From an optimization exercise on the open Yosys and OpenROAD flow, aimed at small area and a short achievable clock period; shortcuts taken in it are not production practice. At most, simulation tests tie the RTL to the original design; equivalence was not proved. Power is estimated from default activity; no workload was simulated.

// wts_sound_core
module wts_sound_core (
	input  logic                                clk,
	input  logic                                nreset,
	input  logic [wts_timing_pkg::NUM_CH-1:0]   key_on,
	input  logic [wts_timing_pkg::NUM_CH*wts_wave_pkg::FREQ_W-1:0] reg_frequency_count,   
	input  logic [wts_timing_pkg::NUM_CH*wts_wave_pkg::VOL_W-1:0]  reg_volume,            
	input  logic [wts_timing_pkg::NUM_CH*2-1:0]                    reg_enable,            
	input  logic [wts_wave_pkg::ID_W-1:0]       sram_id,
	input  logic [wts_wave_pkg::PHASE_W-1:0]    sram_a,
	input  logic [wts_wave_pkg::SAMPLE_W-1:0]   sram_d,
	input  logic                                sram_oe,
	input  logic                                sram_we,
	output logic [wts_wave_pkg::SAMPLE_W-1:0]   sram_q,
	output logic                                sram_q_en,
	output logic [wts_wave_pkg::OUT_W-1:0]      left_out,
	output logic [wts_wave_pkg::OUT_W-1:0]      right_out
);
==> module wts_wave_ram, before the edit <==
module wts_wave_ram (
	input  logic                              clk,
	input  logic                              nreset,          
	input  logic                              next_is_cpu,     
	input  logic [wts_wave_pkg::RAM_AW-1:0]   play_addr_next,  
	input  logic                              strobe,          
	input  logic [wts_wave_pkg::RAM_AW-1:0]   in_addr,
	input  logic                              ram_we,          
	input  logic [wts_wave_pkg::RAM_AW-1:0]   wr_addr,         
	input  logic [wts_wave_pkg::SAMPLE_W-1:0] ram_wdata,
	output logic [wts_wave_pkg::SAMPLE_W-1:0] ram_q
);
	localparam int AW        = wts_wave_pkg::RAM_AW;
	localparam int DW        = wts_wave_pkg::SAMPLE_W;
	localparam int DEPTH     = 2**AW;
	localparam int HW        = AW / 2;
	localparam int HN        = 2**HW;
	localparam int PORT_STEP = 6;   
	localparam int NPORT     = (DEPTH + PORT_STEP - 1) / PORT_STEP;
	logic [DEPTH*DW-1:0] ring;        
	logic [AW-1:0]       rot;         
	logic [HN-1:0]       rd_sel_lo;   
	logic [HN-1:0]       rd_sel_hi;
	logic [AW-1:0]       rd_pos;      
	logic                rd_fwd;      
	logic [AW-1:0]       wb_cnt;      
	logic [AW-1:0]       wb_addr;
	logic [DW-1:0]       wb_data;
	logic                wb_valid;
	logic [NPORT-1:0]    port_en;
	logic                wb_commit;   
	logic [AW-1:0]       wb_cnt_next;
	logic                wb_valid_next;
	logic [AW-1:0]       rd_pos_next;
	logic                rd_fwd_next;
	logic                wb_keep;
	function automatic logic at_port(input logic [AW-1:0] cnt);
		at_port = 1'b0;
		for (int j = 0; j < NPORT; j++) at_port = at_port | (cnt == AW'(j * PORT_STEP + 2));
	endfunction
	always_comb begin
		for (int j = 0; j < NPORT; j++) begin
			port_en[j] = wb_commit && (wb_cnt == AW'(j * PORT_STEP + 2));
		end
	end
	always_ff @(posedge clk) begin
		for (int i = 0; i < DEPTH; i++) begin
			if ((i % PORT_STEP) == 0 && port_en[i / PORT_STEP]) begin
				ring[i*DW +: DW] <= wb_data;
			end else begin
				ring[i*DW +: DW] <= ring[((i + 1) % DEPTH)*DW +: DW];
			end
		end
	end
	function automatic logic [AW-1:0] pos_of(input logic [AW-1:0] addr, input logic [AW-1:0] r);
		pos_of = AW'(wts_wave_pkg::add16(16'(addr), 16'(~r), 1'b0));
	endfunction
	assign wb_keep       = wb_valid && !wb_commit;
	assign wb_cnt_next   = ram_we ? rd_pos : AW'(wts_wave_pkg::add16(16'(wb_cnt), 16'hffff, 1'b0));
	assign wb_valid_next = ram_we || wb_keep;
	function automatic logic fwd_of(input logic [AW-1:0] addr, input logic we, input logic [AW-1:0] waddr,
		input logic keep, input logic [AW-1:0] baddr);
		fwd_of = we ? (waddr == addr) : (keep && baddr == addr);
	endfunction
	always_comb begin
		logic [AW-1:0] p_cpu;
		logic          f_cpu;
		p_cpu = strobe ? pos_of(in_addr, rot) : pos_of(wr_addr, rot);
		f_cpu = strobe ? fwd_of(in_addr, ram_we, wr_addr, wb_keep, wb_addr)
			: fwd_of(wr_addr, ram_we, wr_addr, wb_keep, wb_addr);
		if (!nreset) begin
			rd_pos_next = ~rot;
			rd_fwd_next = fwd_of('0, ram_we, wr_addr, wb_keep, wb_addr);
		end else if (next_is_cpu) begin
			rd_pos_next = p_cpu;
			rd_fwd_next = f_cpu;
		end else begin
			rd_pos_next = pos_of(play_addr_next, rot);
			rd_fwd_next = fwd_of(play_addr_next, ram_we, wr_addr, wb_keep, wb_addr);
		end
	end
	always_comb begin
		rd_pos = '0;
		for (int k = 0; k < HN; k++) begin
			if (rd_sel_lo[k]) rd_pos[HW-1:0]  = rd_pos[HW-1:0] | HW'(k);
			if (rd_sel_hi[k]) rd_pos[AW-1:HW] = rd_pos[AW-1:HW] | HW'(k);
		end
	end
	always_ff @(posedge clk) begin
		rot <= AW'(wts_wave_pkg::add16(16'(rot), 16'd1, 1'b0));
		if (ram_we) begin
			wb_addr  <= wr_addr;
			wb_data  <= ram_wdata;
		end
		wb_cnt    <= wb_cnt_next;
		wb_valid  <= wb_valid_next;
		wb_commit <= wb_valid_next && at_port(wb_cnt_next);
		rd_fwd <= rd_fwd_next;
		for (int k = 0; k < HN; k++) begin
			rd_sel_lo[k] <= (rd_pos_next[HW-1:0] == HW'(k));
			rd_sel_hi[k] <= (rd_pos_next[AW-1:HW] == HW'(k));
		end
	end
	always_ff @(posedge clk) begin
		logic [DW-1:0] grp;
		logic [DW-1:0] rd_data;
		rd_data = '0;
		for (int j = 0; j < HN; j++) begin
			grp = '0;
			for (int k = 0; k < HN; k++) begin
				grp = grp | (ring[(j*HN + k)*DW +: DW] & {DW{rd_sel_lo[k]}});
			end
			rd_data = rd_data | (grp & {DW{rd_sel_hi[j]}});
		end
		ram_q <= rd_fwd ? wb_data : rd_data;
	end
endmodule
Settings: LEC_CHECK=0, CAP_MARGIN=20, CORE_MARGIN=2, CORE_UTILIZATION=40, CTS_BUF_LIST=sky130_fd_sc_hd__clkbuf_8, CTS_CLUSTER_DIAMETER=60, CTS_CLUSTER_SIZE=15, SETUP_SLACK_MARGIN=3.6, SLEW_MARGIN=20; clock period 6.5 ns.
standard.sh (not shown) runs the stock make flow with config.mk's settings and CLKGATE_MAP_FILE= SYNTH_SCRIPT=/design/flow/synth_recipe.tcl, a recipe that flattens the netlist after the stock synthesis.
==> flow/flow/run.sh <==
#!/bin/bash
set -euo pipefail
bash standard.sh \
	BUFFER_PORTS_ARGS="-buffer_cell sky130_fd_sc_hd__buf_2" \
	CTS_ARGS="-sink_clustering_enable -repair_clock_nets -sink_clustering_size 15 -sink_clustering_max_diameter 60 -buf_list sky130_fd_sc_hd__clkbuf_8 -dont_use_dummy_load" \
	finish > standard_flow.log 2>&1
Then changed:
--- a/flow/design.v
+++ b/flow/design.v
@@ -185,8 +185,9 @@
 	localparam int NPORT     = (DEPTH + PORT_STEP - 1) / PORT_STEP;
 	logic [DEPTH*DW-1:0] ring;        
 	logic [AW-1:0]       rot;         
 	logic [HN-1:0]       rd_sel_lo;   
+	logic [HN-1:0]       rd_hi;       
 	logic [HN-1:0]       rd_sel_hi;
 	logic [AW-1:0]       rd_pos;      
 	logic                rd_fwd;      
 	logic [AW-1:0]       wb_cnt;      
@@ -203,8 +204,14 @@
 	function automatic logic at_port(input logic [AW-1:0] cnt);
 		at_port = 1'b0;
 		for (int j = 0; j < NPORT; j++) at_port = at_port | (cnt == AW'(j * PORT_STEP + 2));
 	endfunction
+	function automatic logic at_port_sel(input logic [HN-1:0] hi, input logic [HN-1:0] lo);
+		at_port_sel = 1'b0;
+		for (int j = 0; j < NPORT; j++) begin
+			at_port_sel = at_port_sel | (hi[(j * PORT_STEP + 2) / HN] & lo[(j * PORT_STEP + 2) % HN]);
+		end
+	endfunction
 	always_comb begin
 		for (int j = 0; j < NPORT; j++) begin
 			port_en[j] = wb_commit && (wb_cnt == AW'(j * PORT_STEP + 2));
 		end
@@ -248,9 +255,9 @@
 	always_comb begin
 		rd_pos = '0;
 		for (int k = 0; k < HN; k++) begin
 			if (rd_sel_lo[k]) rd_pos[HW-1:0]  = rd_pos[HW-1:0] | HW'(k);
-			if (rd_sel_hi[k]) rd_pos[AW-1:HW] = rd_pos[AW-1:HW] | HW'(k);
+			if (rd_hi[k]) rd_pos[AW-1:HW] = rd_pos[AW-1:HW] | HW'(k);
 		end
 	end
 	always_ff @(posedge clk) begin
 		rot <= AW'(wts_wave_pkg::add16(16'(rot), 16'd1, 1'b0));
@@ -259,13 +266,14 @@
 			wb_data  <= ram_wdata;
 		end
 		wb_cnt    <= wb_cnt_next;
 		wb_valid  <= wb_valid_next;
-		wb_commit <= wb_valid_next && at_port(wb_cnt_next);
+		wb_commit <= ram_we ? at_port_sel(rd_hi, rd_sel_lo) : (wb_keep && at_port(wb_cnt_next));
 		rd_fwd <= rd_fwd_next;
 		for (int k = 0; k < HN; k++) begin
-			rd_sel_lo[k] <= (rd_pos_next[HW-1:0] == HW'(k));
-			rd_sel_hi[k] <= (rd_pos_next[AW-1:HW] == HW'(k));
+			rd_sel_lo[k]  <= (rd_pos_next[HW-1:0] == HW'(k));
+			rd_hi[k]      <= (rd_pos_next[AW-1:HW] == HW'(k));
+			rd_sel_hi[k] <= (rd_pos_next[AW-1:HW] == HW'(k)) && !rd_fwd_next;   
 		end
 	end
 	always_ff @(posedge clk) begin
 		logic [DW-1:0] grp;
@@ -277,9 +285,9 @@
 				grp = grp | (ring[(j*HN + k)*DW +: DW] & {DW{rd_sel_lo[k]}});
 			end
 			rd_data = rd_data | (grp & {DW{rd_sel_hi[j]}});
 		end
-		ram_q <= rd_fwd ? wb_data : rd_data;
+		ram_q <= rd_data | (wb_data & {DW{rd_fwd}});
 	end
 endmodule
 `timescale 1ns/1ps
 module wts_channel_mixer (
=>
- critical path depth rises by 2
- utilization rises by 1.2 points
- count of clock-buffer cells in the layout rises by 2
- worst setup slack loses 0.11 ns
- power stays flat
No functional check of the RTL was part of the second run of this note.

separate check: timing with driven ports:
No port has a modelled driver above. Below, the same layouts with a new extraction and two added sets of constraints. Step 1, drivers: a clkbuf_16 drives clk and a buf_2 each remaining input, both assumed. Step 2, shift: input delay + t, output delay - t, t = (earliest + latest rising clock arrival at the registers) / 2. This alone moves slack from input paths to output paths. Three values: no drivers, after step 1, after step 2; two values: the first two.
| run | t (ns) | setup WS [ns] | hold WS [ns] |
|---|---|---|---|
| the first run | 1.000 | 3.562 / 3.562 / 2.613 | 0.294 / 0.294 / 0.294 |
| the second run | 0.979 | 3.456 / 3.456 / 2.626 | 0.271 / 0.271 / 0.271 |
After both steps setup and hold are still met in every run listed. For the first run, which loses most, drivers alone change the setup slack by 0.000 ns; drivers and shift together by -0.949 ns.
